From an optimization exercise on the open Yosys and OpenROAD flow, aimed at small area; shortcuts taken in it are not production practice. The RTL of this run was laid out without a check of its function.

## design/flow/run.sh

```bash
#!/bin/bash
# synth_recipe.tcl (not shown) runs the flow's synth.tcl, then flattens the netlist and writes it again
# the make line also repeats each setting of config.mk as NAME=value (left out here)
make -C /OpenROAD-flow-scripts/flow DESIGN_CONFIG=/design/flow/config.mk WORK_HOME=/design/flow/orfs CLKGATE_MAP_FILE= SYNTH_SCRIPT=/design/flow/synth_recipe.tcl finish
```

## design/flow/config.mk

```make
export PLATFORM = sky130hd
export DESIGN_NAME = pan_tilt_top
export DESIGN_NICKNAME = pan_tilt_top
export VERILOG_FILES = /design/flow/design.v
export SDC_FILE = /design/flow/constraint.sdc
export NUM_CORES = 4
export LEC_CHECK = 0
export CAP_MARGIN = 20
export CORE_MARGIN = 2
export CORE_UTILIZATION = 40
export SLEW_MARGIN = 20
```

## design/flow/constraint.sdc

```tcl
create_clock -name core_clock -period 5.0 [get_ports {clk}]
set_input_delay 1.0000 -clock core_clock [delete_from_list [all_inputs] [get_ports {clk}]]
set_output_delay 1.0000 -clock core_clock [all_outputs]
set_load 0.01 [all_outputs]
```

## design/flow/design.v

```verilog
`default_nettype none
package pan_tilt_pkg;
	localparam int POS_W = 12;
	typedef logic [POS_W-1:0] pos_t;
	localparam int VEC_W = 18;
	typedef logic signed [VEC_W-1:0] vec_t;
	localparam int ANG_W = 16;
	typedef logic [ANG_W-1:0] ang_t;
	localparam ang_t HALF_TURN    = 16'd32768;
	localparam ang_t QUARTER_TURN = 16'd16384;
	localparam int N_STAGES = 14;
	localparam logic [N_STAGES*ANG_W-1:0] ATAN_TABLE = {
		16'd8192, 16'd4836, 16'd2555, 16'd1297,
		16'd651,  16'd326,  16'd163,  16'd81,
		16'd41,   16'd20,   16'd10,   16'd5,
		16'd3,    16'd1
	};
	localparam logic [15:0] CORDIC_GAIN = 16'd26981;
	localparam int GAIN_FRAC = 14;
	typedef logic [7:0] dmx_t;
	localparam int TILT_SHIFT = 6;
	localparam int LATENCY = 30;
endpackage
`default_nettype wire
`timescale 1ns/1ps
`default_nettype none
module add_rca #(
	parameter int W = 8
) (
	input  logic [W-1:0] a,
	input  logic [W-1:0] b,
	input  logic ci,
	output logic [W-1:0] s
);
	logic [W:0] c;
	assign c[0] = ci;
	for (genvar j = 0; j < W; j++) begin : g_bit
		assign s[j] = a[j] ^ b[j] ^ c[j];
		assign c[j+1] = (a[j] & b[j]) | (c[j] & (a[j] ^ b[j]));
	end
endmodule
module add_bk #(
	parameter int W = 8
) (
	input  logic [W-1:0] a,
	input  logic [W-1:0] b,
	input  logic ci,
	output logic [W-1:0] s
);
	logic [W-1:0] p, g, pp, gg;
	always_comb begin
		p = a ^ b;
		g = a & b;
		g[0] = g[0] | (p[0] & ci);
		pp = p;
		gg = g;
		for (int l = 0; (1 << l) < W; l++) begin
			for (int j = (2 << l) - 1; j < W; j += (2 << l)) begin
				gg[j] = gg[j] | (pp[j] & gg[j - (1 << l)]);
				pp[j] = pp[j] & pp[j - (1 << l)];
			end
		end
		for (int l = $clog2(W) - 1; l >= 1; l--) begin
			for (int j = (3 << (l - 1)) - 1; j < W; j += (2 << (l - 1))) begin
				if (j - (1 << (l - 1)) >= 0 && ((j + 1) % (2 << (l - 1))) != 0) begin
					gg[j] = gg[j] | (pp[j] & gg[j - (1 << (l - 1))]);
					pp[j] = pp[j] & pp[j - (1 << (l - 1))];
				end
			end
		end
		s = p ^ {gg[W-2:0], ci};
	end
endmodule
module add_sk #(
	parameter int W = 8
) (
	input  logic [W-1:0] a,
	input  logic [W-1:0] b,
	input  logic ci,
	output logic [W-1:0] s
);
	logic [W-1:0] p, g, pp, gg;
	always_comb begin
		p = a ^ b;
		g = a & b;
		g[0] = g[0] | (p[0] & ci);
		pp = p;
		gg = g;
		for (int l = 0; (1 << l) < W; l++) begin
			for (int j = 0; j < W; j++) begin
				if ((j >> l) & 1) begin
					gg[j] = gg[j] | (pp[j] & gg[((j >> l) << l) - 1]);
					pp[j] = pp[j] & pp[((j >> l) << l) - 1];
				end
			end
		end
		s = p ^ {gg[W-2:0], ci};
	end
endmodule
`default_nettype wire
`timescale 1ns/1ps
`default_nettype none
module pan_tilt_top (
	input  logic clk,
	input  logic reset,
	input  logic in_valid,
	input  logic [11:0] x_com,
	input  logic [11:0] y_com,
	input  logic [11:0] x_light,
	input  logic [11:0] y_light,
	input  logic [11:0] height,
	output logic out_valid,
	output logic [7:0] pan,
	output logic [7:0] tilt
);
	logic [0:0] sf_s0;
	logic [11:0] px0_s0;
	logic [12:0] py0_s0;
	logic [12:0] dx_s0;
	logic [12:0] dy_s0;
	logic [11:0] height_r1;
	logic [0:0] sf_r1;
	logic [11:0] px0_r1;
	logic [12:0] py0_r1;
	logic [12:0] hs_s1;
	logic [26:0] hprod_s1;
	logic [0:0] pb0_s1;
	logic [12:0] px1_s1;
	logic [12:0] py1_s1;
	logic [0:0] pb1_s1;
	logic [12:0] px2_s1;
	logic [12:0] py2_s1;
	logic [0:0] sf_r2;
	logic [12:0] hs_r2;
	logic [0:0] pb0_r2;
	logic [0:0] pb1_r2;
	logic [12:0] px2_r2;
	logic [12:0] py2_r2;
	logic [0:0] pb2_s2;
	logic [13:0] px3_s2;
	logic [11:0] py3_s2;
	logic [0:0] pb3_s2;
	logic [13:0] px4_s2;
	logic [10:0] py4_s2;
	logic [0:0] sf_r3;
	logic [12:0] hs_r3;
	logic [0:0] pb0_r3;
	logic [0:0] pb1_r3;
	logic [0:0] pb2_r3;
	logic [0:0] pb3_r3;
	logic [13:0] px4_r3;
	logic [10:0] py4_r3;
	logic [0:0] pb4_s3;
	logic [13:0] px5_s3;
	logic [10:0] py5_s3;
	logic [0:0] pb5_s3;
	logic [13:0] px6_s3;
	logic [9:0] py6_s3;
	logic [0:0] sf_r4;
	logic [12:0] hs_r4;
	logic [0:0] pb0_r4;
	logic [0:0] pb1_r4;
	logic [0:0] pb2_r4;
	logic [0:0] pb3_r4;
	logic [0:0] pb4_r4;
	logic [0:0] pb5_r4;
	logic [13:0] px6_r4;
	logic [9:0] py6_r4;
	logic [0:0] pb6_s4;
	logic [13:0] px7_s4;
	logic [8:0] py7_s4;
	logic [0:0] pb7_s4;
	logic [13:0] px8_s4;
	logic [7:0] py8_s4;
	logic [0:0] pb8_s4;
	logic [6:0] py9_s4;
	logic [2:0] pa9_s4;
	logic [13:0] pX_s4;
	logic [0:0] sf_r5;
	logic [12:0] hs_r5;
	logic [0:0] pb0_r5;
	logic [0:0] pb1_r5;
	logic [0:0] pb2_r5;
	logic [0:0] pb3_r5;
	logic [0:0] pb4_r5;
	logic [0:0] pb5_r5;
	logic [0:0] pb6_r5;
	logic [0:0] pb7_r5;
	logic [0:0] pb8_r5;
	logic [6:0] py9_r5;
	logic [2:0] pa9_r5;
	logic [13:0] pX_r5;
	logic [0:0] pb9_s5;
	logic [5:0] py10_s5;
	logic [2:0] pa10_s5;
	logic pc9_s5;
	logic [3:0] plo9_s5;
	logic [0:0] pb10_s5;
	logic [4:0] py11_s5;
	logic [2:0] pa11_s5;
	logic pc10_s5;
	logic [3:0] plo10_s5;
	logic [0:0] pb11_s5;
	logic [4:0] py12_s5;
	logic [2:0] pa12_s5;
	logic pc11_s5;
	logic [3:0] plo11_s5;
	logic [0:0] pb12_s5;
	logic [3:0] py13_s5;
	logic [2:0] pa13_s5;
	logic pc12_s5;
	logic [3:0] plo12_s5;
	logic [0:0] sf_r6;
	logic [12:0] hs_r6;
	logic [0:0] pb0_r6;
	logic [0:0] pb1_r6;
	logic [0:0] pb2_r6;
	logic [0:0] pb3_r6;
	logic [0:0] pb4_r6;
	logic [0:0] pb5_r6;
	logic [0:0] pb6_r6;
	logic [0:0] pb7_r6;
	logic [0:0] pb8_r6;
	logic [13:0] pX_r6;
	logic [0:0] pb9_r6;
	logic [0:0] pb10_r6;
	logic [0:0] pb11_r6;
	logic [0:0] pb12_r6;
	logic [3:0] py13_r6;
	logic [2:0] pa13_r6;
	logic [0:0] pb13_s6;
	logic [2:0] pa14_s6;
	logic [13:0] px14_s6;
	logic [13:0] tx1_s6;
	logic [14:0] ty1_s6;
	logic [7:0] pan_b_s6;
	logic pcsa_s6_1, pcsa_s6_2;
	logic pcsa_s6_3, pcsa_s6_4;
	logic pcsa_s6_5, pcsa_s6_6;
	logic pcsa_s6_7, pcsa_s6_8;
	logic pcsa_s6_9, pcsa_s6_10;
	logic pcsa_s6_11, pcsa_s6_12;
	logic pcsa_s6_13, pcsa_s6_14;
	logic pcsa_s6_15, pcsa_s6_16;
	logic pcsa_s6_17, pcsa_s6_18;
	logic pcsa_s6_19, pcsa_s6_20;
	logic pcsa_s6_21, pcsa_s6_22;
	logic pcsa_s6_23, pcsa_s6_24;
	logic pcsa_s6_25, pcsa_s6_26;
	logic pcsa_s6_27, pcsa_s6_28;
	logic pcsa_s6_29, pcsa_s6_30;
	logic pcsa_s6_31, pcsa_s6_32;
	logic pcsa_s6_33, pcsa_s6_34;
	logic pcsa_s6_35, pcsa_s6_36;
	logic pcsa_s6_37, pcsa_s6_38;
	logic pcsa_s6_39, pcsa_s6_40;
	logic pcsa_s6_41, pcsa_s6_42;
	logic pcsa_s6_43, pcsa_s6_44;
	logic pcsa_s6_45, pcsa_s6_46;
	logic pcsa_s6_47, pcsa_s6_48;
	logic pcsa_s6_49, pcsa_s6_50;
	logic pcsa_s6_51, pcsa_s6_52;
	logic pcsa_s6_53, pcsa_s6_54;
	logic pcsa_s6_55, pcsa_s6_56;
	logic pcsa_s6_57, pcsa_s6_58;
	logic pcsa_s6_59, pcsa_s6_60;
	logic pcsa_s6_61, pcsa_s6_62;
	logic pcsa_s6_63, pcsa_s6_64;
	logic pcsa_s6_65, pcsa_s6_66;
	logic pcsa_s6_67, pcsa_s6_68;
	logic pcsa_s6_69, pcsa_s6_70;
	logic pcsa_s6_71, pcsa_s6_72;
	logic pcsa_s6_73, pcsa_s6_74;
	logic [15:0] pcsa_s6_75, pcsa_s6_76, pcsa_s6_77;
	logic [0:0] tb1_s6;
	logic [14:0] tx2_s6;
	logic [13:0] ty2_s6;
	logic [7:0] pan_b_r7;
	logic [0:0] tb1_r7;
	logic [14:0] tx2_r7;
	logic [13:0] ty2_r7;
	logic [0:0] tb2_s7;
	logic [14:0] tx3_s7;
	logic [12:0] ty3_s7;
	logic [0:0] tb3_s7;
	logic [14:0] tx4_s7;
	logic [12:0] ty4_s7;
	logic [7:0] pan_b_r8;
	logic [0:0] tb1_r8;
	logic [0:0] tb2_r8;
	logic [0:0] tb3_r8;
	logic [14:0] tx4_r8;
	logic [12:0] ty4_r8;
	logic [0:0] tb4_s8;
	logic [14:0] tx5_s8;
	logic [11:0] ty5_s8;
	logic [0:0] tb5_s8;
	logic [14:0] tx6_s8;
	logic [10:0] ty6_s8;
	logic [7:0] pan_b_r9;
	logic [0:0] tb1_r9;
	logic [0:0] tb2_r9;
	logic [0:0] tb3_r9;
	logic [0:0] tb4_r9;
	logic [0:0] tb5_r9;
	logic [14:0] tx6_r9;
	logic [10:0] ty6_r9;
	logic [0:0] tb6_s9;
	logic [14:0] tx7_s9;
	logic [9:0] ty7_s9;
	logic [0:0] tb7_s9;
	logic [14:0] tx8_s9;
	logic [8:0] ty8_s9;
	logic [7:0] pan_b_r10;
	logic [0:0] tb1_r10;
	logic [0:0] tb2_r10;
	logic [0:0] tb3_r10;
	logic [0:0] tb4_r10;
	logic [0:0] tb5_r10;
	logic [0:0] tb6_r10;
	logic [0:0] tb7_r10;
	logic [14:0] tx8_r10;
	logic [8:0] ty8_r10;
	logic [0:0] tb8_s10;
	logic [7:0] ty9_s10;
	logic [2:0] ta9_s10;
	logic [14:0] tX_s10;
	logic [0:0] tb9_s10;
	logic [6:0] ty10_s10;
	logic [2:0] ta10_s10;
	logic tc9_s10;
	logic [3:0] tlo9_s10;
	logic [7:0] pan_b_r11;
	logic [0:0] tb1_r11;
	logic [0:0] tb2_r11;
	logic [0:0] tb3_r11;
	logic [0:0] tb4_r11;
	logic [0:0] tb5_r11;
	logic [0:0] tb6_r11;
	logic [0:0] tb7_r11;
	logic [0:0] tb8_r11;
	logic [14:0] tX_r11;
	logic [0:0] tb9_r11;
	logic [6:0] ty10_r11;
	logic [2:0] ta10_r11;
	logic [0:0] tb10_s11;
	logic [5:0] ty11_s11;
	logic [2:0] ta11_s11;
	logic tc10_s11;
	logic [3:0] tlo10_s11;
	logic [0:0] tb11_s11;
	logic [4:0] ty12_s11;
	logic [2:0] ta12_s11;
	logic tc11_s11;
	logic [3:0] tlo11_s11;
	logic [0:0] tb12_s11;
	logic [4:0] ty13_s11;
	logic tc12_s11;
	logic [3:0] tlo12_s11;
	logic [0:0] tb13_s11;
	logic [7:0] pan_b_r12;
	logic [0:0] tb1_r12;
	logic [0:0] tb2_r12;
	logic [0:0] tb3_r12;
	logic [0:0] tb4_r12;
	logic [0:0] tb5_r12;
	logic [0:0] tb6_r12;
	logic [0:0] tb7_r12;
	logic [0:0] tb8_r12;
	logic [0:0] tb9_r12;
	logic [0:0] tb10_r12;
	logic [0:0] tb11_r12;
	logic [0:0] tb12_r12;
	logic [0:0] tb13_r12;
	logic [7:0] tilt_b_s12;
	logic tcsa_s12_1, tcsa_s12_2;
	logic tcsa_s12_3, tcsa_s12_4;
	logic tcsa_s12_5, tcsa_s12_6;
	logic tcsa_s12_7, tcsa_s12_8;
	logic tcsa_s12_9, tcsa_s12_10;
	logic tcsa_s12_11, tcsa_s12_12;
	logic tcsa_s12_13, tcsa_s12_14;
	logic tcsa_s12_15, tcsa_s12_16;
	logic tcsa_s12_17, tcsa_s12_18;
	logic tcsa_s12_19, tcsa_s12_20;
	logic tcsa_s12_21, tcsa_s12_22;
	logic tcsa_s12_23, tcsa_s12_24;
	logic tcsa_s12_25, tcsa_s12_26;
	logic tcsa_s12_27, tcsa_s12_28;
	logic tcsa_s12_29, tcsa_s12_30;
	logic tcsa_s12_31, tcsa_s12_32;
	logic tcsa_s12_33, tcsa_s12_34;
	logic tcsa_s12_35, tcsa_s12_36;
	logic tcsa_s12_37, tcsa_s12_38;
	logic tcsa_s12_39, tcsa_s12_40;
	logic tcsa_s12_41, tcsa_s12_42;
	logic tcsa_s12_43, tcsa_s12_44;
	logic tcsa_s12_45, tcsa_s12_46;
	logic tcsa_s12_47, tcsa_s12_48;
	logic tcsa_s12_49, tcsa_s12_50;
	logic tcsa_s12_51, tcsa_s12_52;
	logic tcsa_s12_53, tcsa_s12_54;
	logic tcsa_s12_55, tcsa_s12_56;
	logic tcsa_s12_57, tcsa_s12_58;
	logic tcsa_s12_59, tcsa_s12_60;
	logic tcsa_s12_61, tcsa_s12_62;
	logic tcsa_s12_63, tcsa_s12_64;
	logic tcsa_s12_65, tcsa_s12_66;
	logic tcsa_s12_67, tcsa_s12_68;
	logic tcsa_s12_69, tcsa_s12_70;
	logic tcsa_s12_71, tcsa_s12_72;
	logic tcsa_s12_73, tcsa_s12_74;
	logic [15:0] tcsa_s12_75, tcsa_s12_76, tcsa_s12_77;
	logic [12:1] vld;
	assign dx_s0 = {1'b0, x_com} - {1'b0, x_light};
	assign dy_s0 = {1'b0, y_com} - {1'b0, y_light};
	assign sf_s0 = dx_s0[12];
	add_sk #(.W(12)) u_add1 (.a((dx_s0[11:0] ^ {12{dx_s0[12]}})), .b(12'd0), .ci(dx_s0[12]), .s(px0_s0));
	add_sk #(.W(13)) u_add2 (.a((dy_s0 ^ {13{dx_s0[12]}})), .b(13'd0), .ci(dx_s0[12]), .s(py0_s0));
	assign hprod_s1 = height_r1 * 15'd26981;
	assign hs_s1 = hprod_s1[26:14];
	assign pb0_s1 = ~py0_r1[12];
	add_sk #(.W(13)) u_add3 (.a({1'b0, px0_r1}), .b({1'b0, (py0_r1[11:0] ^ {12{py0_r1[12]}})}), .ci(py0_r1[12]), .s(px1_s1));
	add_sk #(.W(13)) u_add4 (.a(py0_r1), .b(({1'b0, px0_r1[11:0]} ^ {13{~py0_r1[12]}})), .ci(~py0_r1[12]), .s(py1_s1));
	assign pb1_s1 = ~py1_s1[12];
	add_sk #(.W(13)) u_add5 (.a(px1_s1), .b({2'b0, (py1_s1[11:1] ^ {11{py1_s1[12]}})}), .ci(py1_s1[12]), .s(px2_s1));
	add_sk #(.W(13)) u_add6 (.a(py1_s1), .b(({1'b0, px1_s1[12:1]} ^ {13{~py1_s1[12]}})), .ci(~py1_s1[12]), .s(py2_s1));
	assign pb2_s2 = ~py2_r2[12];
	add_sk #(.W(14)) u_add7 (.a({1'b0, px2_r2}), .b({4'b0, (py2_r2[11:2] ^ {10{py2_r2[12]}})}), .ci(py2_r2[12]), .s(px3_s2));
	add_sk #(.W(12)) u_add8 (.a(py2_r2[11:0]), .b(({1'b0, px2_r2[12:2]} ^ {12{~py2_r2[12]}})), .ci(~py2_r2[12]), .s(py3_s2));
	assign pb3_s2 = ~py3_s2[11];
	add_sk #(.W(14)) u_add9 (.a(px3_s2), .b({6'b0, (py3_s2[10:3] ^ {8{py3_s2[11]}})}), .ci(py3_s2[11]), .s(px4_s2));
	add_sk #(.W(11)) u_add10 (.a(py3_s2[10:0]), .b((px3_s2[13:3] ^ {11{~py3_s2[11]}})), .ci(~py3_s2[11]), .s(py4_s2));
	assign pb4_s3 = ~py4_r3[10];
	add_sk #(.W(14)) u_add11 (.a(px4_r3), .b({8'b0, (py4_r3[9:4] ^ {6{py4_r3[10]}})}), .ci(py4_r3[10]), .s(px5_s3));
	add_sk #(.W(11)) u_add12 (.a(py4_r3), .b(({1'b0, px4_r3[13:4]} ^ {11{~py4_r3[10]}})), .ci(~py4_r3[10]), .s(py5_s3));
	assign pb5_s3 = ~py5_s3[10];
	add_sk #(.W(14)) u_add13 (.a(px5_s3), .b({9'b0, (py5_s3[9:5] ^ {5{py5_s3[10]}})}), .ci(py5_s3[10]), .s(px6_s3));
	add_sk #(.W(10)) u_add14 (.a(py5_s3[9:0]), .b(({1'b0, px5_s3[13:5]} ^ {10{~py5_s3[10]}})), .ci(~py5_s3[10]), .s(py6_s3));
	assign pb6_s4 = ~py6_r4[9];
	add_sk #(.W(14)) u_add15 (.a(px6_r4), .b({11'b0, (py6_r4[8:6] ^ {3{py6_r4[9]}})}), .ci(py6_r4[9]), .s(px7_s4));
	add_sk #(.W(9)) u_add16 (.a(py6_r4[8:0]), .b(({1'b0, px6_r4[13:6]} ^ {9{~py6_r4[9]}})), .ci(~py6_r4[9]), .s(py7_s4));
	assign pb7_s4 = ~py7_s4[8];
	add_sk #(.W(14)) u_add17 (.a(px7_s4), .b({13'b0, (py7_s4[7:7] ^ {1{py7_s4[8]}})}), .ci(py7_s4[8]), .s(px8_s4));
	add_sk #(.W(8)) u_add18 (.a(py7_s4[7:0]), .b(({1'b0, px7_s4[13:7]} ^ {8{~py7_s4[8]}})), .ci(~py7_s4[8]), .s(py8_s4));
	assign pb8_s4 = ~py8_s4[7];
	assign pX_s4 = px8_s4;
	assign pa9_s4 = {2'b0, py8_s4[7]};
	add_sk #(.W(7)) u_add19 (.a(py8_s4[6:0]), .b(({1'b0, px8_s4[13:8]} ^ {7{~py8_s4[7]}})), .ci(~py8_s4[7]), .s(py9_s4));
	assign pb9_s5 = ~py9_r5[6];
	assign pa10_s5 = pa9_r5 + {2'b0, py9_r5[6]};
	assign plo9_s5 = {1'b0, pX_r5[2:0]} + {1'b0, pa9_r5};
	assign pc9_s5 = (&pX_r5[8:3]) & plo9_s5[3];
	add_sk #(.W(6)) u_add20 (.a(py9_r5[5:0]), .b(({1'b0, pX_r5[13:9]} ^ {6{~py9_r5[6]}})), .ci(~(pc9_s5 ^ py9_r5[6])), .s(py10_s5));
	assign pb10_s5 = ~py10_s5[5];
	assign pa11_s5 = pa10_s5 + {2'b0, py10_s5[5]};
	assign plo10_s5 = {1'b0, pX_r5[2:0]} + {1'b0, pa10_s5};
	assign pc10_s5 = (&pX_r5[9:3]) & plo10_s5[3];
	add_sk #(.W(5)) u_add21 (.a(py10_s5[4:0]), .b(({1'b0, pX_r5[13:10]} ^ {5{~py10_s5[5]}})), .ci(~(pc10_s5 ^ py10_s5[5])), .s(py11_s5));
	assign pb11_s5 = ~py11_s5[4];
	assign pa12_s5 = pa11_s5 + {2'b0, py11_s5[4]};
	assign plo11_s5 = {1'b0, pX_r5[2:0]} + {1'b0, pa11_s5};
	assign pc11_s5 = (&pX_r5[10:3]) & plo11_s5[3];
	add_sk #(.W(5)) u_add22 (.a(py11_s5), .b(({2'b0, pX_r5[13:11]} ^ {5{~py11_s5[4]}})), .ci(~(pc11_s5 ^ py11_s5[4])), .s(py12_s5));
	assign pb12_s5 = ~py12_s5[4];
	assign pa13_s5 = pa12_s5 + {2'b0, py12_s5[4]};
	assign plo12_s5 = {1'b0, pX_r5[2:0]} + {1'b0, pa12_s5};
	assign pc12_s5 = (&pX_r5[11:3]) & plo12_s5[3];
	add_sk #(.W(4)) u_add23 (.a(py12_s5[3:0]), .b(({2'b0, pX_r5[13:12]} ^ {4{~py12_s5[4]}})), .ci(~(pc12_s5 ^ py12_s5[4])), .s(py13_s5));
	assign pb13_s6 = ~py13_r6[3];
	assign pa14_s6 = pa13_r6 + {2'b0, py13_r6[3]};
	add_sk #(.W(14)) u_add24 (.a(pX_r6), .b({11'b0, pa14_s6}), .ci(1'b0), .s(px14_s6));
	add_sk #(.W(14)) u_add25 (.a(px14_s6), .b({1'b0, hs_r6}), .ci(1'b0), .s(tx1_s6));
	add_sk #(.W(15)) u_add26 (.a({1'b0, px14_s6}), .b(~{2'b0, hs_r6}), .ci(1'b1), .s(ty1_s6));
	assign pcsa_s6_1 = 1'b1 ^ pb2_r6 ^ pb3_r6;
	assign pcsa_s6_2 = (1'b1 & pb2_r6) | (1'b1 & pb3_r6) | (pb2_r6 & pb3_r6);
	assign pcsa_s6_3 = pb4_r6 ^ pb6_r6 ^ pb7_r6;
	assign pcsa_s6_4 = (pb4_r6 & pb6_r6) | (pb4_r6 & pb7_r6) | (pb6_r6 & pb7_r6);
	assign pcsa_s6_5 = pb8_r6 ^ pb11_r6 ^ pb12_r6;
	assign pcsa_s6_6 = (pb8_r6 & pb11_r6) | (pb8_r6 & pb12_r6) | (pb11_r6 & pb12_r6);
	assign pcsa_s6_7 = pb13_s6 ^ pcsa_s6_1 ^ pcsa_s6_3;
	assign pcsa_s6_8 = (pb13_s6 & pcsa_s6_1) | (pb13_s6 & pcsa_s6_3) | (pcsa_s6_1 & pcsa_s6_3);
	assign pcsa_s6_9 = pb2_r6 ^ pb4_r6 ^ pb5_r6;
	assign pcsa_s6_10 = (pb2_r6 & pb4_r6) | (pb2_r6 & pb5_r6) | (pb4_r6 & pb5_r6);
	assign pcsa_s6_11 = pb6_r6 ^ pb10_r6 ^ pb12_r6;
	assign pcsa_s6_12 = (pb6_r6 & pb10_r6) | (pb6_r6 & pb12_r6) | (pb10_r6 & pb12_r6);
	assign pcsa_s6_13 = pcsa_s6_2 ^ pcsa_s6_4 ^ pcsa_s6_6;
	assign pcsa_s6_14 = (pcsa_s6_2 & pcsa_s6_4) | (pcsa_s6_2 & pcsa_s6_6) | (pcsa_s6_4 & pcsa_s6_6);
	assign pcsa_s6_15 = pcsa_s6_9 ^ pcsa_s6_11 ^ pcsa_s6_8;
	assign pcsa_s6_16 = (pcsa_s6_9 & pcsa_s6_11) | (pcsa_s6_9 & pcsa_s6_8) | (pcsa_s6_11 & pcsa_s6_8);
	assign pcsa_s6_17 = 1'b1 ^ pb1_r6 ^ pb5_r6;
	assign pcsa_s6_18 = (1'b1 & pb1_r6) | (1'b1 & pb5_r6) | (pb1_r6 & pb5_r6);
	assign pcsa_s6_19 = pb9_r6 ^ pb11_r6 ^ pcsa_s6_10;
	assign pcsa_s6_20 = (pb9_r6 & pb11_r6) | (pb9_r6 & pcsa_s6_10) | (pb11_r6 & pcsa_s6_10);
	assign pcsa_s6_21 = pcsa_s6_12 ^ pcsa_s6_17 ^ pcsa_s6_14;
	assign pcsa_s6_22 = (pcsa_s6_12 & pcsa_s6_17) | (pcsa_s6_12 & pcsa_s6_14) | (pcsa_s6_17 & pcsa_s6_14);
	assign pcsa_s6_23 = pcsa_s6_19 ^ pcsa_s6_16 ^ pcsa_s6_21;
	assign pcsa_s6_24 = (pcsa_s6_19 & pcsa_s6_16) | (pcsa_s6_19 & pcsa_s6_21) | (pcsa_s6_16 & pcsa_s6_21);
	assign pcsa_s6_25 = 1'b1 ^ pb2_r6 ^ pb4_r6;
	assign pcsa_s6_26 = (1'b1 & pb2_r6) | (1'b1 & pb4_r6) | (pb2_r6 & pb4_r6);
	assign pcsa_s6_27 = pb8_r6 ^ pb10_r6 ^ pcsa_s6_18;
	assign pcsa_s6_28 = (pb8_r6 & pb10_r6) | (pb8_r6 & pcsa_s6_18) | (pb10_r6 & pcsa_s6_18);
	assign pcsa_s6_29 = pcsa_s6_25 ^ pcsa_s6_20 ^ pcsa_s6_27;
	assign pcsa_s6_30 = (pcsa_s6_25 & pcsa_s6_20) | (pcsa_s6_25 & pcsa_s6_27) | (pcsa_s6_20 & pcsa_s6_27);
	assign pcsa_s6_31 = pcsa_s6_22 ^ pcsa_s6_29 ^ pcsa_s6_24;
	assign pcsa_s6_32 = (pcsa_s6_22 & pcsa_s6_29) | (pcsa_s6_22 & pcsa_s6_24) | (pcsa_s6_29 & pcsa_s6_24);
	assign pcsa_s6_33 = 1'b1 ^ pb2_r6 ^ pb3_r6;
	assign pcsa_s6_34 = (1'b1 & pb2_r6) | (1'b1 & pb3_r6) | (pb2_r6 & pb3_r6);
	assign pcsa_s6_35 = pb7_r6 ^ pb9_r6 ^ pcsa_s6_26;
	assign pcsa_s6_36 = (pb7_r6 & pb9_r6) | (pb7_r6 & pcsa_s6_26) | (pb9_r6 & pcsa_s6_26);
	assign pcsa_s6_37 = pcsa_s6_33 ^ pcsa_s6_28 ^ pcsa_s6_35;
	assign pcsa_s6_38 = (pcsa_s6_33 & pcsa_s6_28) | (pcsa_s6_33 & pcsa_s6_35) | (pcsa_s6_28 & pcsa_s6_35);
	assign pcsa_s6_39 = pcsa_s6_30 ^ pcsa_s6_37 ^ pcsa_s6_32;
	assign pcsa_s6_40 = (pcsa_s6_30 & pcsa_s6_37) | (pcsa_s6_30 & pcsa_s6_32) | (pcsa_s6_37 & pcsa_s6_32);
	assign pcsa_s6_41 = 1'b1 ^ pb1_r6 ^ pb2_r6;
	assign pcsa_s6_42 = (1'b1 & pb1_r6) | (1'b1 & pb2_r6) | (pb1_r6 & pb2_r6);
	assign pcsa_s6_43 = pb6_r6 ^ pb8_r6 ^ pcsa_s6_34;
	assign pcsa_s6_44 = (pb6_r6 & pb8_r6) | (pb6_r6 & pcsa_s6_34) | (pb8_r6 & pcsa_s6_34);
	assign pcsa_s6_45 = pcsa_s6_41 ^ pcsa_s6_36 ^ pcsa_s6_43;
	assign pcsa_s6_46 = (pcsa_s6_41 & pcsa_s6_36) | (pcsa_s6_41 & pcsa_s6_43) | (pcsa_s6_36 & pcsa_s6_43);
	assign pcsa_s6_47 = pcsa_s6_38 ^ pcsa_s6_45 ^ pcsa_s6_40;
	assign pcsa_s6_48 = (pcsa_s6_38 & pcsa_s6_45) | (pcsa_s6_38 & pcsa_s6_40) | (pcsa_s6_45 & pcsa_s6_40);
	assign pcsa_s6_49 = 1'b1 ^ pb1_r6 ^ pb2_r6;
	assign pcsa_s6_50 = (1'b1 & pb1_r6) | (1'b1 & pb2_r6) | (pb1_r6 & pb2_r6);
	assign pcsa_s6_51 = pb5_r6 ^ pb7_r6 ^ pcsa_s6_42;
	assign pcsa_s6_52 = (pb5_r6 & pb7_r6) | (pb5_r6 & pcsa_s6_42) | (pb7_r6 & pcsa_s6_42);
	assign pcsa_s6_53 = pcsa_s6_49 ^ pcsa_s6_44 ^ pcsa_s6_51;
	assign pcsa_s6_54 = (pcsa_s6_49 & pcsa_s6_44) | (pcsa_s6_49 & pcsa_s6_51) | (pcsa_s6_44 & pcsa_s6_51);
	assign pcsa_s6_55 = pcsa_s6_46 ^ pcsa_s6_53 ^ pcsa_s6_48;
	assign pcsa_s6_56 = (pcsa_s6_46 & pcsa_s6_53) | (pcsa_s6_46 & pcsa_s6_48) | (pcsa_s6_53 & pcsa_s6_48);
	assign pcsa_s6_57 = pb1_r6 ^ pb2_r6 ^ pb4_r6;
	assign pcsa_s6_58 = (pb1_r6 & pb2_r6) | (pb1_r6 & pb4_r6) | (pb2_r6 & pb4_r6);
	assign pcsa_s6_59 = pb6_r6 ^ pcsa_s6_50 ^ pcsa_s6_57;
	assign pcsa_s6_60 = (pb6_r6 & pcsa_s6_50) | (pb6_r6 & pcsa_s6_57) | (pcsa_s6_50 & pcsa_s6_57);
	assign pcsa_s6_61 = pcsa_s6_52 ^ pcsa_s6_59 ^ pcsa_s6_54;
	assign pcsa_s6_62 = (pcsa_s6_52 & pcsa_s6_59) | (pcsa_s6_52 & pcsa_s6_54) | (pcsa_s6_59 & pcsa_s6_54);
	assign pcsa_s6_63 = pb2_r6 ^ pb3_r6 ^ pb5_r6;
	assign pcsa_s6_64 = (pb2_r6 & pb3_r6) | (pb2_r6 & pb5_r6) | (pb3_r6 & pb5_r6);
	assign pcsa_s6_65 = pcsa_s6_58 ^ pcsa_s6_63 ^ pcsa_s6_60;
	assign pcsa_s6_66 = (pcsa_s6_58 & pcsa_s6_63) | (pcsa_s6_58 & pcsa_s6_60) | (pcsa_s6_63 & pcsa_s6_60);
	assign pcsa_s6_67 = pb1_r6 ^ pb4_r6 ^ pcsa_s6_64;
	assign pcsa_s6_68 = (pb1_r6 & pb4_r6) | (pb1_r6 & pcsa_s6_64) | (pb4_r6 & pcsa_s6_64);
	assign pcsa_s6_69 = 1'b1 ^ pb3_r6 ^ pcsa_s6_68;
	assign pcsa_s6_70 = (1'b1 & pb3_r6) | (1'b1 & pcsa_s6_68) | (pb3_r6 & pcsa_s6_68);
	assign pcsa_s6_71 = 1'b1 ^ pb2_r6 ^ pcsa_s6_70;
	assign pcsa_s6_72 = (1'b1 & pb2_r6) | (1'b1 & pcsa_s6_70) | (pb2_r6 & pcsa_s6_70);
	assign pcsa_s6_73 = 1'b1 ^ pb1_r6 ^ pcsa_s6_72;
	assign pcsa_s6_74 = (1'b1 & pb1_r6) | (1'b1 & pcsa_s6_72) | (pb1_r6 & pcsa_s6_72);
	assign pcsa_s6_75 = {1'b0, pb0_r6, pcsa_s6_73, pcsa_s6_71, pcsa_s6_69, pcsa_s6_66, pcsa_s6_62, pcsa_s6_56, pcsa_s6_55, pcsa_s6_47, pcsa_s6_39, pcsa_s6_31, pcsa_s6_23, pcsa_s6_13, pcsa_s6_5, 1'b1};
	assign pcsa_s6_76 = {1'b0, pcsa_s6_74, 1'b0, 1'b0, 1'b0, pcsa_s6_67, pcsa_s6_65, pcsa_s6_61, 1'b0, 1'b0, 1'b0, 1'b0, 1'b0, pcsa_s6_15, pcsa_s6_7, 1'b0};
	add_sk #(.W(16)) u_add27 (.a(pcsa_s6_75), .b(pcsa_s6_76), .ci(1'b0), .s(pcsa_s6_77));
	assign pan_b_s6 = {pcsa_s6_77[15] ^ sf_r6, pcsa_s6_77[14:8]};
	assign tb1_s6 = ~ty1_s6[14];
	add_sk #(.W(15)) u_add28 (.a({1'b0, tx1_s6}), .b({2'b0, (ty1_s6[13:1] ^ {13{ty1_s6[14]}})}), .ci(ty1_s6[14]), .s(tx2_s6));
	add_sk #(.W(14)) u_add29 (.a(ty1_s6[13:0]), .b(({1'b0, tx1_s6[13:1]} ^ {14{~ty1_s6[14]}})), .ci(~ty1_s6[14]), .s(ty2_s6));
	assign tb2_s7 = ~ty2_r7[13];
	add_sk #(.W(15)) u_add30 (.a(tx2_r7), .b({4'b0, (ty2_r7[12:2] ^ {11{ty2_r7[13]}})}), .ci(ty2_r7[13]), .s(tx3_s7));
	add_sk #(.W(13)) u_add31 (.a(ty2_r7[12:0]), .b((tx2_r7[14:2] ^ {13{~ty2_r7[13]}})), .ci(~ty2_r7[13]), .s(ty3_s7));
	assign tb3_s7 = ~ty3_s7[12];
	add_sk #(.W(15)) u_add32 (.a(tx3_s7), .b({6'b0, (ty3_s7[11:3] ^ {9{ty3_s7[12]}})}), .ci(ty3_s7[12]), .s(tx4_s7));
	add_sk #(.W(13)) u_add33 (.a(ty3_s7), .b(({1'b0, tx3_s7[14:3]} ^ {13{~ty3_s7[12]}})), .ci(~ty3_s7[12]), .s(ty4_s7));
	assign tb4_s8 = ~ty4_r8[12];
	add_sk #(.W(15)) u_add34 (.a(tx4_r8), .b({7'b0, (ty4_r8[11:4] ^ {8{ty4_r8[12]}})}), .ci(ty4_r8[12]), .s(tx5_s8));
	add_sk #(.W(12)) u_add35 (.a(ty4_r8[11:0]), .b(({1'b0, tx4_r8[14:4]} ^ {12{~ty4_r8[12]}})), .ci(~ty4_r8[12]), .s(ty5_s8));
	assign tb5_s8 = ~ty5_s8[11];
	add_sk #(.W(15)) u_add36 (.a(tx5_s8), .b({9'b0, (ty5_s8[10:5] ^ {6{ty5_s8[11]}})}), .ci(ty5_s8[11]), .s(tx6_s8));
	add_sk #(.W(11)) u_add37 (.a(ty5_s8[10:0]), .b(({1'b0, tx5_s8[14:5]} ^ {11{~ty5_s8[11]}})), .ci(~ty5_s8[11]), .s(ty6_s8));
	assign tb6_s9 = ~ty6_r9[10];
	add_sk #(.W(15)) u_add38 (.a(tx6_r9), .b({11'b0, (ty6_r9[9:6] ^ {4{ty6_r9[10]}})}), .ci(ty6_r9[10]), .s(tx7_s9));
	add_sk #(.W(10)) u_add39 (.a(ty6_r9[9:0]), .b(({1'b0, tx6_r9[14:6]} ^ {10{~ty6_r9[10]}})), .ci(~ty6_r9[10]), .s(ty7_s9));
	assign tb7_s9 = ~ty7_s9[9];
	add_sk #(.W(15)) u_add40 (.a(tx7_s9), .b({13'b0, (ty7_s9[8:7] ^ {2{ty7_s9[9]}})}), .ci(ty7_s9[9]), .s(tx8_s9));
	add_sk #(.W(9)) u_add41 (.a(ty7_s9[8:0]), .b(({1'b0, tx7_s9[14:7]} ^ {9{~ty7_s9[9]}})), .ci(~ty7_s9[9]), .s(ty8_s9));
	assign tb8_s10 = ~ty8_r10[8];
	assign tX_s10 = tx8_r10;
	assign ta9_s10 = {2'b0, ty8_r10[8]};
	add_sk #(.W(8)) u_add42 (.a(ty8_r10[7:0]), .b(({1'b0, tx8_r10[14:8]} ^ {8{~ty8_r10[8]}})), .ci(~ty8_r10[8]), .s(ty9_s10));
	assign tb9_s10 = ~ty9_s10[7];
	assign ta10_s10 = ta9_s10 + {2'b0, ty9_s10[7]};
	assign tlo9_s10 = {1'b0, tX_s10[2:0]} + {1'b0, ta9_s10};
	assign tc9_s10 = (&tX_s10[8:3]) & tlo9_s10[3];
	add_sk #(.W(7)) u_add43 (.a(ty9_s10[6:0]), .b(({1'b0, tX_s10[14:9]} ^ {7{~ty9_s10[7]}})), .ci(~(tc9_s10 ^ ty9_s10[7])), .s(ty10_s10));
	assign tb10_s11 = ~ty10_r11[6];
	assign ta11_s11 = ta10_r11 + {2'b0, ty10_r11[6]};
	assign tlo10_s11 = {1'b0, tX_r11[2:0]} + {1'b0, ta10_r11};
	assign tc10_s11 = (&tX_r11[9:3]) & tlo10_s11[3];
	add_sk #(.W(6)) u_add44 (.a(ty10_r11[5:0]), .b(({1'b0, tX_r11[14:10]} ^ {6{~ty10_r11[6]}})), .ci(~(tc10_s11 ^ ty10_r11[6])), .s(ty11_s11));
	assign tb11_s11 = ~ty11_s11[5];
	assign ta12_s11 = ta11_s11 + {2'b0, ty11_s11[5]};
	assign tlo11_s11 = {1'b0, tX_r11[2:0]} + {1'b0, ta11_s11};
	assign tc11_s11 = (&tX_r11[10:3]) & tlo11_s11[3];
	add_sk #(.W(5)) u_add45 (.a(ty11_s11[4:0]), .b(({1'b0, tX_r11[14:11]} ^ {5{~ty11_s11[5]}})), .ci(~(tc11_s11 ^ ty11_s11[5])), .s(ty12_s11));
	assign tb12_s11 = ~ty12_s11[4];
	assign tlo12_s11 = {1'b0, tX_r11[2:0]} + {1'b0, ta12_s11};
	assign tc12_s11 = (&tX_r11[11:3]) & tlo12_s11[3];
	add_sk #(.W(5)) u_add46 (.a(ty12_s11), .b(({2'b0, tX_r11[14:12]} ^ {5{~ty12_s11[4]}})), .ci(~(tc12_s11 ^ ty12_s11[4])), .s(ty13_s11));
	assign tb13_s11 = ~ty13_s11[4];
	assign tcsa_s12_1 = 1'b1 ^ tb2_r12 ^ tb3_r12;
	assign tcsa_s12_2 = (1'b1 & tb2_r12) | (1'b1 & tb3_r12) | (tb2_r12 & tb3_r12);
	assign tcsa_s12_3 = tcsa_s12_1 ^ tb4_r12 ^ tb6_r12;
	assign tcsa_s12_4 = (tcsa_s12_1 & tb4_r12) | (tcsa_s12_1 & tb6_r12) | (tb4_r12 & tb6_r12);
	assign tcsa_s12_5 = tcsa_s12_3 ^ tb7_r12 ^ tb8_r12;
	assign tcsa_s12_6 = (tcsa_s12_3 & tb7_r12) | (tcsa_s12_3 & tb8_r12) | (tb7_r12 & tb8_r12);
	assign tcsa_s12_7 = tcsa_s12_5 ^ tb11_r12 ^ tb12_r12;
	assign tcsa_s12_8 = (tcsa_s12_5 & tb11_r12) | (tcsa_s12_5 & tb12_r12) | (tb11_r12 & tb12_r12);
	assign tcsa_s12_9 = tb2_r12 ^ tcsa_s12_2 ^ tb4_r12;
	assign tcsa_s12_10 = (tb2_r12 & tcsa_s12_2) | (tb2_r12 & tb4_r12) | (tcsa_s12_2 & tb4_r12);
	assign tcsa_s12_11 = tcsa_s12_9 ^ tb5_r12 ^ tb6_r12;
	assign tcsa_s12_12 = (tcsa_s12_9 & tb5_r12) | (tcsa_s12_9 & tb6_r12) | (tb5_r12 & tb6_r12);
	assign tcsa_s12_13 = tcsa_s12_4 ^ tcsa_s12_11 ^ tcsa_s12_6;
	assign tcsa_s12_14 = (tcsa_s12_4 & tcsa_s12_11) | (tcsa_s12_4 & tcsa_s12_6) | (tcsa_s12_11 & tcsa_s12_6);
	assign tcsa_s12_15 = tcsa_s12_13 ^ tb10_r12 ^ tb12_r12;
	assign tcsa_s12_16 = (tcsa_s12_13 & tb10_r12) | (tcsa_s12_13 & tb12_r12) | (tb10_r12 & tb12_r12);
	assign tcsa_s12_17 = 1'b1 ^ tb1_r12 ^ tcsa_s12_10;
	assign tcsa_s12_18 = (1'b1 & tb1_r12) | (1'b1 & tcsa_s12_10) | (tb1_r12 & tcsa_s12_10);
	assign tcsa_s12_19 = tb5_r12 ^ tcsa_s12_17 ^ tcsa_s12_12;
	assign tcsa_s12_20 = (tb5_r12 & tcsa_s12_17) | (tb5_r12 & tcsa_s12_12) | (tcsa_s12_17 & tcsa_s12_12);
	assign tcsa_s12_21 = tcsa_s12_19 ^ tb9_r12 ^ tcsa_s12_14;
	assign tcsa_s12_22 = (tcsa_s12_19 & tb9_r12) | (tcsa_s12_19 & tcsa_s12_14) | (tb9_r12 & tcsa_s12_14);
	assign tcsa_s12_23 = tcsa_s12_21 ^ tb11_r12 ^ tcsa_s12_16;
	assign tcsa_s12_24 = (tcsa_s12_21 & tb11_r12) | (tcsa_s12_21 & tcsa_s12_16) | (tb11_r12 & tcsa_s12_16);
	assign tcsa_s12_25 = 1'b1 ^ tb2_r12 ^ tb4_r12;
	assign tcsa_s12_26 = (1'b1 & tb2_r12) | (1'b1 & tb4_r12) | (tb2_r12 & tb4_r12);
	assign tcsa_s12_27 = tcsa_s12_25 ^ tcsa_s12_18 ^ tcsa_s12_20;
	assign tcsa_s12_28 = (tcsa_s12_25 & tcsa_s12_18) | (tcsa_s12_25 & tcsa_s12_20) | (tcsa_s12_18 & tcsa_s12_20);
	assign tcsa_s12_29 = tcsa_s12_27 ^ tb8_r12 ^ tcsa_s12_22;
	assign tcsa_s12_30 = (tcsa_s12_27 & tb8_r12) | (tcsa_s12_27 & tcsa_s12_22) | (tb8_r12 & tcsa_s12_22);
	assign tcsa_s12_31 = tb10_r12 ^ tcsa_s12_29 ^ tcsa_s12_24;
	assign tcsa_s12_32 = (tb10_r12 & tcsa_s12_29) | (tb10_r12 & tcsa_s12_24) | (tcsa_s12_29 & tcsa_s12_24);
	assign tcsa_s12_33 = 1'b1 ^ tb2_r12 ^ tb3_r12;
	assign tcsa_s12_34 = (1'b1 & tb2_r12) | (1'b1 & tb3_r12) | (tb2_r12 & tb3_r12);
	assign tcsa_s12_35 = tcsa_s12_33 ^ tcsa_s12_26 ^ tb7_r12;
	assign tcsa_s12_36 = (tcsa_s12_33 & tcsa_s12_26) | (tcsa_s12_33 & tb7_r12) | (tcsa_s12_26 & tb7_r12);
	assign tcsa_s12_37 = tcsa_s12_28 ^ tcsa_s12_35 ^ tb9_r12;
	assign tcsa_s12_38 = (tcsa_s12_28 & tcsa_s12_35) | (tcsa_s12_28 & tb9_r12) | (tcsa_s12_35 & tb9_r12);
	assign tcsa_s12_39 = tcsa_s12_37 ^ tcsa_s12_30 ^ tcsa_s12_32;
	assign tcsa_s12_40 = (tcsa_s12_37 & tcsa_s12_30) | (tcsa_s12_37 & tcsa_s12_32) | (tcsa_s12_30 & tcsa_s12_32);
	assign tcsa_s12_41 = 1'b1 ^ tb1_r12 ^ tb2_r12;
	assign tcsa_s12_42 = (1'b1 & tb1_r12) | (1'b1 & tb2_r12) | (tb1_r12 & tb2_r12);
	assign tcsa_s12_43 = tcsa_s12_41 ^ tcsa_s12_34 ^ tb6_r12;
	assign tcsa_s12_44 = (tcsa_s12_41 & tcsa_s12_34) | (tcsa_s12_41 & tb6_r12) | (tcsa_s12_34 & tb6_r12);
	assign tcsa_s12_45 = tcsa_s12_43 ^ tcsa_s12_36 ^ tb8_r12;
	assign tcsa_s12_46 = (tcsa_s12_43 & tcsa_s12_36) | (tcsa_s12_43 & tb8_r12) | (tcsa_s12_36 & tb8_r12);
	assign tcsa_s12_47 = tcsa_s12_45 ^ tcsa_s12_38 ^ tcsa_s12_40;
	assign tcsa_s12_48 = (tcsa_s12_45 & tcsa_s12_38) | (tcsa_s12_45 & tcsa_s12_40) | (tcsa_s12_38 & tcsa_s12_40);
	assign tcsa_s12_49 = 1'b1 ^ tb1_r12 ^ tb2_r12;
	assign tcsa_s12_50 = (1'b1 & tb1_r12) | (1'b1 & tb2_r12) | (tb1_r12 & tb2_r12);
	assign tcsa_s12_51 = tcsa_s12_42 ^ tcsa_s12_49 ^ tb5_r12;
	assign tcsa_s12_52 = (tcsa_s12_42 & tcsa_s12_49) | (tcsa_s12_42 & tb5_r12) | (tcsa_s12_49 & tb5_r12);
	assign tcsa_s12_53 = tcsa_s12_51 ^ tcsa_s12_44 ^ tb7_r12;
	assign tcsa_s12_54 = (tcsa_s12_51 & tcsa_s12_44) | (tcsa_s12_51 & tb7_r12) | (tcsa_s12_44 & tb7_r12);
	assign tcsa_s12_55 = tcsa_s12_53 ^ tcsa_s12_46 ^ tcsa_s12_48;
	assign tcsa_s12_56 = (tcsa_s12_53 & tcsa_s12_46) | (tcsa_s12_53 & tcsa_s12_48) | (tcsa_s12_46 & tcsa_s12_48);
	assign tcsa_s12_57 = tb1_r12 ^ tb2_r12 ^ tcsa_s12_50;
	assign tcsa_s12_58 = (tb1_r12 & tb2_r12) | (tb1_r12 & tcsa_s12_50) | (tb2_r12 & tcsa_s12_50);
	assign tcsa_s12_59 = tcsa_s12_57 ^ tb4_r12 ^ tcsa_s12_52;
	assign tcsa_s12_60 = (tcsa_s12_57 & tb4_r12) | (tcsa_s12_57 & tcsa_s12_52) | (tb4_r12 & tcsa_s12_52);
	assign tcsa_s12_61 = tb6_r12 ^ tcsa_s12_59 ^ tcsa_s12_54;
	assign tcsa_s12_62 = (tb6_r12 & tcsa_s12_59) | (tb6_r12 & tcsa_s12_54) | (tcsa_s12_59 & tcsa_s12_54);
	assign tcsa_s12_63 = tb2_r12 ^ tb3_r12 ^ tcsa_s12_58;
	assign tcsa_s12_64 = (tb2_r12 & tb3_r12) | (tb2_r12 & tcsa_s12_58) | (tb3_r12 & tcsa_s12_58);
	assign tcsa_s12_65 = tcsa_s12_63 ^ tb5_r12 ^ tcsa_s12_60;
	assign tcsa_s12_66 = (tcsa_s12_63 & tb5_r12) | (tcsa_s12_63 & tcsa_s12_60) | (tb5_r12 & tcsa_s12_60);
	assign tcsa_s12_67 = tb1_r12 ^ tcsa_s12_64 ^ tb4_r12;
	assign tcsa_s12_68 = (tb1_r12 & tcsa_s12_64) | (tb1_r12 & tb4_r12) | (tcsa_s12_64 & tb4_r12);
	assign tcsa_s12_69 = 1'b1 ^ tb3_r12 ^ tcsa_s12_68;
	assign tcsa_s12_70 = (1'b1 & tb3_r12) | (1'b1 & tcsa_s12_68) | (tb3_r12 & tcsa_s12_68);
	assign tcsa_s12_71 = 1'b1 ^ tb2_r12 ^ tcsa_s12_70;
	assign tcsa_s12_72 = (1'b1 & tb2_r12) | (1'b1 & tcsa_s12_70) | (tb2_r12 & tcsa_s12_70);
	assign tcsa_s12_73 = 1'b1 ^ tb1_r12 ^ tcsa_s12_72;
	assign tcsa_s12_74 = (1'b1 & tb1_r12) | (1'b1 & tcsa_s12_72) | (tb1_r12 & tcsa_s12_72);
	assign tcsa_s12_75 = {1'b1, 1'b1, tcsa_s12_73, tcsa_s12_71, tcsa_s12_69, tcsa_s12_66, tcsa_s12_62, tcsa_s12_56, tcsa_s12_55, tcsa_s12_47, tcsa_s12_39, tcsa_s12_31, tcsa_s12_23, tcsa_s12_8, tb13_r12, 1'b1};
	assign tcsa_s12_76 = {1'b0, tcsa_s12_74, 1'b0, 1'b0, 1'b0, tcsa_s12_67, tcsa_s12_65, tcsa_s12_61, 1'b0, 1'b0, 1'b0, 1'b0, 1'b0, tcsa_s12_15, tcsa_s12_7, 1'b0};
	add_sk #(.W(16)) u_add47 (.a(tcsa_s12_75), .b(tcsa_s12_76), .ci(1'b0), .s(tcsa_s12_77));
	assign tilt_b_s12 = tcsa_s12_77[15] ? 8'd0 : tcsa_s12_77[14] ? 8'd255 : tcsa_s12_77[13:6];
	always_ff @(posedge clk) begin
		if (reset) vld <= '0;
		else vld <= {vld[11:1], in_valid};
	end
	always_ff @(posedge clk) begin
		height_r1 <= height;
		sf_r1 <= sf_s0;
		px0_r1 <= px0_s0;
		py0_r1 <= py0_s0;
		sf_r2 <= sf_r1;
		hs_r2 <= hs_s1;
		pb0_r2 <= pb0_s1;
		pb1_r2 <= pb1_s1;
		px2_r2 <= px2_s1;
		py2_r2 <= py2_s1;
		sf_r3 <= sf_r2;
		hs_r3 <= hs_r2;
		pb0_r3 <= pb0_r2;
		pb1_r3 <= pb1_r2;
		pb2_r3 <= pb2_s2;
		pb3_r3 <= pb3_s2;
		px4_r3 <= px4_s2;
		py4_r3 <= py4_s2;
		sf_r4 <= sf_r3;
		hs_r4 <= hs_r3;
		pb0_r4 <= pb0_r3;
		pb1_r4 <= pb1_r3;
		pb2_r4 <= pb2_r3;
		pb3_r4 <= pb3_r3;
		pb4_r4 <= pb4_s3;
		pb5_r4 <= pb5_s3;
		px6_r4 <= px6_s3;
		py6_r4 <= py6_s3;
		sf_r5 <= sf_r4;
		hs_r5 <= hs_r4;
		pb0_r5 <= pb0_r4;
		pb1_r5 <= pb1_r4;
		pb2_r5 <= pb2_r4;
		pb3_r5 <= pb3_r4;
		pb4_r5 <= pb4_r4;
		pb5_r5 <= pb5_r4;
		pb6_r5 <= pb6_s4;
		pb7_r5 <= pb7_s4;
		pb8_r5 <= pb8_s4;
		py9_r5 <= py9_s4;
		pa9_r5 <= pa9_s4;
		pX_r5 <= pX_s4;
		sf_r6 <= sf_r5;
		hs_r6 <= hs_r5;
		pb0_r6 <= pb0_r5;
		pb1_r6 <= pb1_r5;
		pb2_r6 <= pb2_r5;
		pb3_r6 <= pb3_r5;
		pb4_r6 <= pb4_r5;
		pb5_r6 <= pb5_r5;
		pb6_r6 <= pb6_r5;
		pb7_r6 <= pb7_r5;
		pb8_r6 <= pb8_r5;
		pX_r6 <= pX_r5;
		pb9_r6 <= pb9_s5;
		pb10_r6 <= pb10_s5;
		pb11_r6 <= pb11_s5;
		pb12_r6 <= pb12_s5;
		py13_r6 <= py13_s5;
		pa13_r6 <= pa13_s5;
		pan_b_r7 <= pan_b_s6;
		tb1_r7 <= tb1_s6;
		tx2_r7 <= tx2_s6;
		ty2_r7 <= ty2_s6;
		pan_b_r8 <= pan_b_r7;
		tb1_r8 <= tb1_r7;
		tb2_r8 <= tb2_s7;
		tb3_r8 <= tb3_s7;
		tx4_r8 <= tx4_s7;
		ty4_r8 <= ty4_s7;
		pan_b_r9 <= pan_b_r8;
		tb1_r9 <= tb1_r8;
		tb2_r9 <= tb2_r8;
		tb3_r9 <= tb3_r8;
		tb4_r9 <= tb4_s8;
		tb5_r9 <= tb5_s8;
		tx6_r9 <= tx6_s8;
		ty6_r9 <= ty6_s8;
		pan_b_r10 <= pan_b_r9;
		tb1_r10 <= tb1_r9;
		tb2_r10 <= tb2_r9;
		tb3_r10 <= tb3_r9;
		tb4_r10 <= tb4_r9;
		tb5_r10 <= tb5_r9;
		tb6_r10 <= tb6_s9;
		tb7_r10 <= tb7_s9;
		tx8_r10 <= tx8_s9;
		ty8_r10 <= ty8_s9;
		pan_b_r11 <= pan_b_r10;
		tb1_r11 <= tb1_r10;
		tb2_r11 <= tb2_r10;
		tb3_r11 <= tb3_r10;
		tb4_r11 <= tb4_r10;
		tb5_r11 <= tb5_r10;
		tb6_r11 <= tb6_r10;
		tb7_r11 <= tb7_r10;
		tb8_r11 <= tb8_s10;
		tX_r11 <= tX_s10;
		tb9_r11 <= tb9_s10;
		ty10_r11 <= ty10_s10;
		ta10_r11 <= ta10_s10;
		pan_b_r12 <= pan_b_r11;
		tb1_r12 <= tb1_r11;
		tb2_r12 <= tb2_r11;
		tb3_r12 <= tb3_r11;
		tb4_r12 <= tb4_r11;
		tb5_r12 <= tb5_r11;
		tb6_r12 <= tb6_r11;
		tb7_r12 <= tb7_r11;
		tb8_r12 <= tb8_r11;
		tb9_r12 <= tb9_r11;
		tb10_r12 <= tb10_s11;
		tb11_r12 <= tb11_s11;
		tb12_r12 <= tb12_s11;
		tb13_r12 <= tb13_s11;
	end
	assign out_valid = vld[12];
	assign pan = pan_b_r12;
	assign tilt = tilt_b_s12;
endmodule
`default_nettype wire
```

==> Flow_metrics.wiki <==
{| class="wikitable"
! Metric !! Value
|-
| Status || finished with violations
|-
| Reasons for failing layout checks || setup timing
|-
| Final period demand of the worst path || 7.28 ns
|-
| Crit path DAT || between 6 and 7 ns
|-
| Cell with the largest stage delay on the worst path || fa_1
|-
| Filler Cells Inserted || 7226
|-
| WL per Instance || 13.8 µm
|-
| Post-synthesis cell area || 32600 µm²
|-
| Fin worst setup slack || -2.28 ns
|-
| Number of max-slew violations in the final report || 0
|-
| Number of synthesized register bits || 486
|-
| Maximum clock insertion buffer count || 3
|-
| Number of buffers and inverters on the critical path || 8
|-
| Die extent in x || approximately 290 µm
|-
| Net total in the final layout || 4384
|-
| Max_slew headroom || 45.2%
|-
| Largest driver fanout on the critical path || 3
|-
| I/O Pins || 80
|-
| Average footprint of a synthesized cell || 10.5 µm²
|-
| Input/output buffers || 79
|-
| Number of standard-cell rows in the floorplan || 104
|-
| Vias per inst || 4.53
|-
| Setup TNS || -37.69 ns
|-
| Height of the die || 289 µm
|-
| CP startpoint kind || flop
|-
| Cell family with the largest share of critical-path delay || adder cells
|-
| Period utilization || 146%
|-
| Number of cells on the worst reg-to-reg path || 32
|-
| Drt first-iter violations || 668
|-
| TritonRoute pass-1 iters || 4
|-
| Wire length of the first global-routing pass || 109 mm
|-
| Depth of the CTS H-tree || 2
|-
| CP dominant cell by count || fa_2
|-
| Final cell utilization of the core || 51.3%
|-
| Cell variety after synth || 81
|-
| Gate Count Post-Synth || 3113
|-
| Antenna Diode Count || 0
|-
| Antenna violations before repair || 0
|-
| Unrepaired setup endpoints after global routing || true
|-
| Total routed wirelength || 65.2 mm
|-
| HPWL after DPL || 53.2 mm
|-
| Post-Route Skew || 0.0223 ns
|-
| Overall track demand over capacity in global routing || 16.0%
|-
| Share of async-settable or async-resettable flops after synthesis || 0%
|-
| Max Clk Rate || roughly 140 MHz
|-
| Most common library cell in the layout ignoring fill and taps || dfxtp_1
|-
| Type of the most critical hold path || flop to flop
|-
| Cell area after placement || 38100 µm²
|-
| Number of design rule violations left after detail routing || 0
|-
| Clock Pin Slew Worst Setup and Hold Paths || 0.06 ns
|-
| Hold Crit Depth || 0
|-
| Endpoint kind of the worst setup timing path || output port
|-
| Via Count || 21500
|-
| Type of the worst setup path || flop to output port
|-
| Layout Cell Area excl Fill || 41300 µm²
|-
| Worst skew pair latency || 0.61 ns
|-
| Worst stage delay on the critical path || 0.46 ns
|-
| Number of hold violations in the final report || 0
|-
| Max-cap check violation count || 0
|-
| Actual slew at the worst max-slew pin || slightly above 0.8 ns
|-
| Number of buffers inserted during clock tree synthesis || 56
|-
| Signed area change from the synthesized netlist to the final layout || 26.7%
|-
| Maximum number of pins on one net before global-route repair || 21
|-
| Number of gates on the worst path with buffers counted || 25
|-
| Sequential element share of the synthesized area || 29.8%
|-
| Top FF cell, synth || dfxtp_1
|-
| Total grt overflow || 0
|-
| Setup WS pre-CTS || -2.12 ns
|-
| Clock tree from TritonCTS || yes
|-
| Synth warnings || 14
|-
| Setup violation total in the final timing report || 41
|-
| Fraction of final layout cells with drive strength greater than 1 || 22.8%
|-
| Initial cell density of the core || approximately 40%
|-
| Most frequent cells in the layout || 462 x dfxtp_1, 425 x ha_1, 400 x buf_4
|-
| Number of global-route vias before repair || 22100
|-
| Clock sink count || around 490
|-
| Routed Antenna Nets || 0
|-
| Final Wtd Congestion || slightly above 0.8
|-
| Area of the die || 83800 µm²
|-
| Total nets after synthesis || 3862
|-
| Library cell used as clock root buffer || clkbuf_16
|-
| Core footprint || 80500 µm²
|-
| Number of enable-type register cells in the synthesized netlist || 0
|-
| Data required time at the worst endpoint || 4.00 ns
|}
cells in the mapped netlist (9+ instances only):
master / instances / area [µm²]
mux2i_1: 9 / 90.1
xor2_1: 248 / 2170
nor3b_1: 10 / 75.1
and3_1: 15 / 93.8
inv_1: 380 / 1430
nand4_1: 14 / 87.6
a211oi_1: 14 / 105
a21o_1: 97 / 728
fa_1: 241 / 4820
clkbuf_1: 24 / 90.1
nand2_1: 100 / 375
nor2b_1: 42 / 263
or3_1: 9 / 56.3
nor3_1: 33 / 165
nand2b_1: 14 / 87.6
buf_2: 9 / 45.0
nor2_1: 103 / 387
nand3_1: 41 / 205
o21a_1: 17 / 128
o21bai_1: 26 / 195
dfxtp_1: 486 / 9730
a21oi_1: 120 / 601
o21ai_0: 68 / 340
ha_1: 445 / 5570
buf_1: 12 / 45.0
xnor2_1: 404 / 3540
cell families after synthesis:
group	Yosys count	share of synthesized area [%]
AOI/OAI and AO/OA	419	8.53
buffers and inverters	431	5.03
DFF	486	29.8
and+or+nand+nor	420	6.43
muxes	11	0.345
xor gates and xnor gates	659	17.9
adders and majority gates	687	31.9
routing by layer:
metal | up-vias | global-route usage, % | part of all wire, %
met3 | 75 | 1.92 | 2.3
met5 | - | 0 | 0
met1 | 10000 | 21.4 | 48
met2 | 146 | 27.8 | 48
met4 | 0 | 3.48 | 1.7
li1 | 11200 | - | -
per-stage QoR:
step	hold WS (ns)	cells
6_report	0.318	4738
5_1_grt	0.327	4738
4_1_cts	0.321	4711
3_5_place_dp	0.312	4586
3_3_place_gp	0.310	4586
2_1_floorplan	0.310	3113
layout make-up:
cell class	instances	area [µm²]	area share, %
multi-input cells	2196	22600	54.7
flip-flops and latches	486	9770	23.7
repair buffers	511	4200	10.2
clock buffers	74	1560	3.78
inverters	384	1450	3.51
well taps	1060	1330	3.21
clock inverters	27	399	0.966
flip-flops by register name, indices dropped and copies added, names as in the netlist, 11 cells and up:
register,count
px6_r4,14
tx8_r10,15
pX_r5,14
tx2_r7,15
px4_r3,14
hs_r5,13
hs_r6,13
vld,12
py2_r2,13
tX_r11,15
hs_r2,13
tx4_r8,15
py4_r3,11
ty4_r8,13
px0_r1,12
py0_r1,13
pX_r6,14
tx6_r9,15
ty2_r7,14
px2_r2,13
hs_r4,13
hs_r3,13
ty6_r9,11
height_r1,12
path summary, 6_finish.rpt:
path                                   end     start  slack, ns
worst min register to register      pb7_r6    pb7_r5       0.32
worst max register to register  py13_r6[3]  pX_r5[5]      -1.52
worst min-delay path                pb7_r6    pb7_r5       0.32
worst max-delay path               tilt[0]   tb2_r12      -2.28
repair_timing:
item,4_1_cts,5_1_grt
hold buffers,0,0
hold endpoints to repair,0,0
buffers inserted,28,38
cloned,0,0
gates resized for setup,118,138
pin swaps,80,110
endpoints found under the setup margin,61,99

[static timing again, ports no longer ideal]
The flow's constraints put no driver on any port. The routed layout listed below was extracted and timed again, unchanged, in two steps. Step 1, drivers: a clkbuf_16 drives clk and a buf_2 each remaining input, both assumed. Step 2 times the ports against the registers' clock, not the clock port: input delays grow and output delays shrink by t, the midpoint of the rising clock arrivals with the driver on. a / b / c = ideal ports / drivers / drivers and shift; a / b = the first two.
t (ns): 0.661
setup WS [ns]: -2.284 / -2.347 / -1.685
slew at the worst register clock pin (ns): 0.07 / 0.07
For this run, drivers alone change the setup slack by -0.063 ns; drivers and shift together by +0.599 ns.
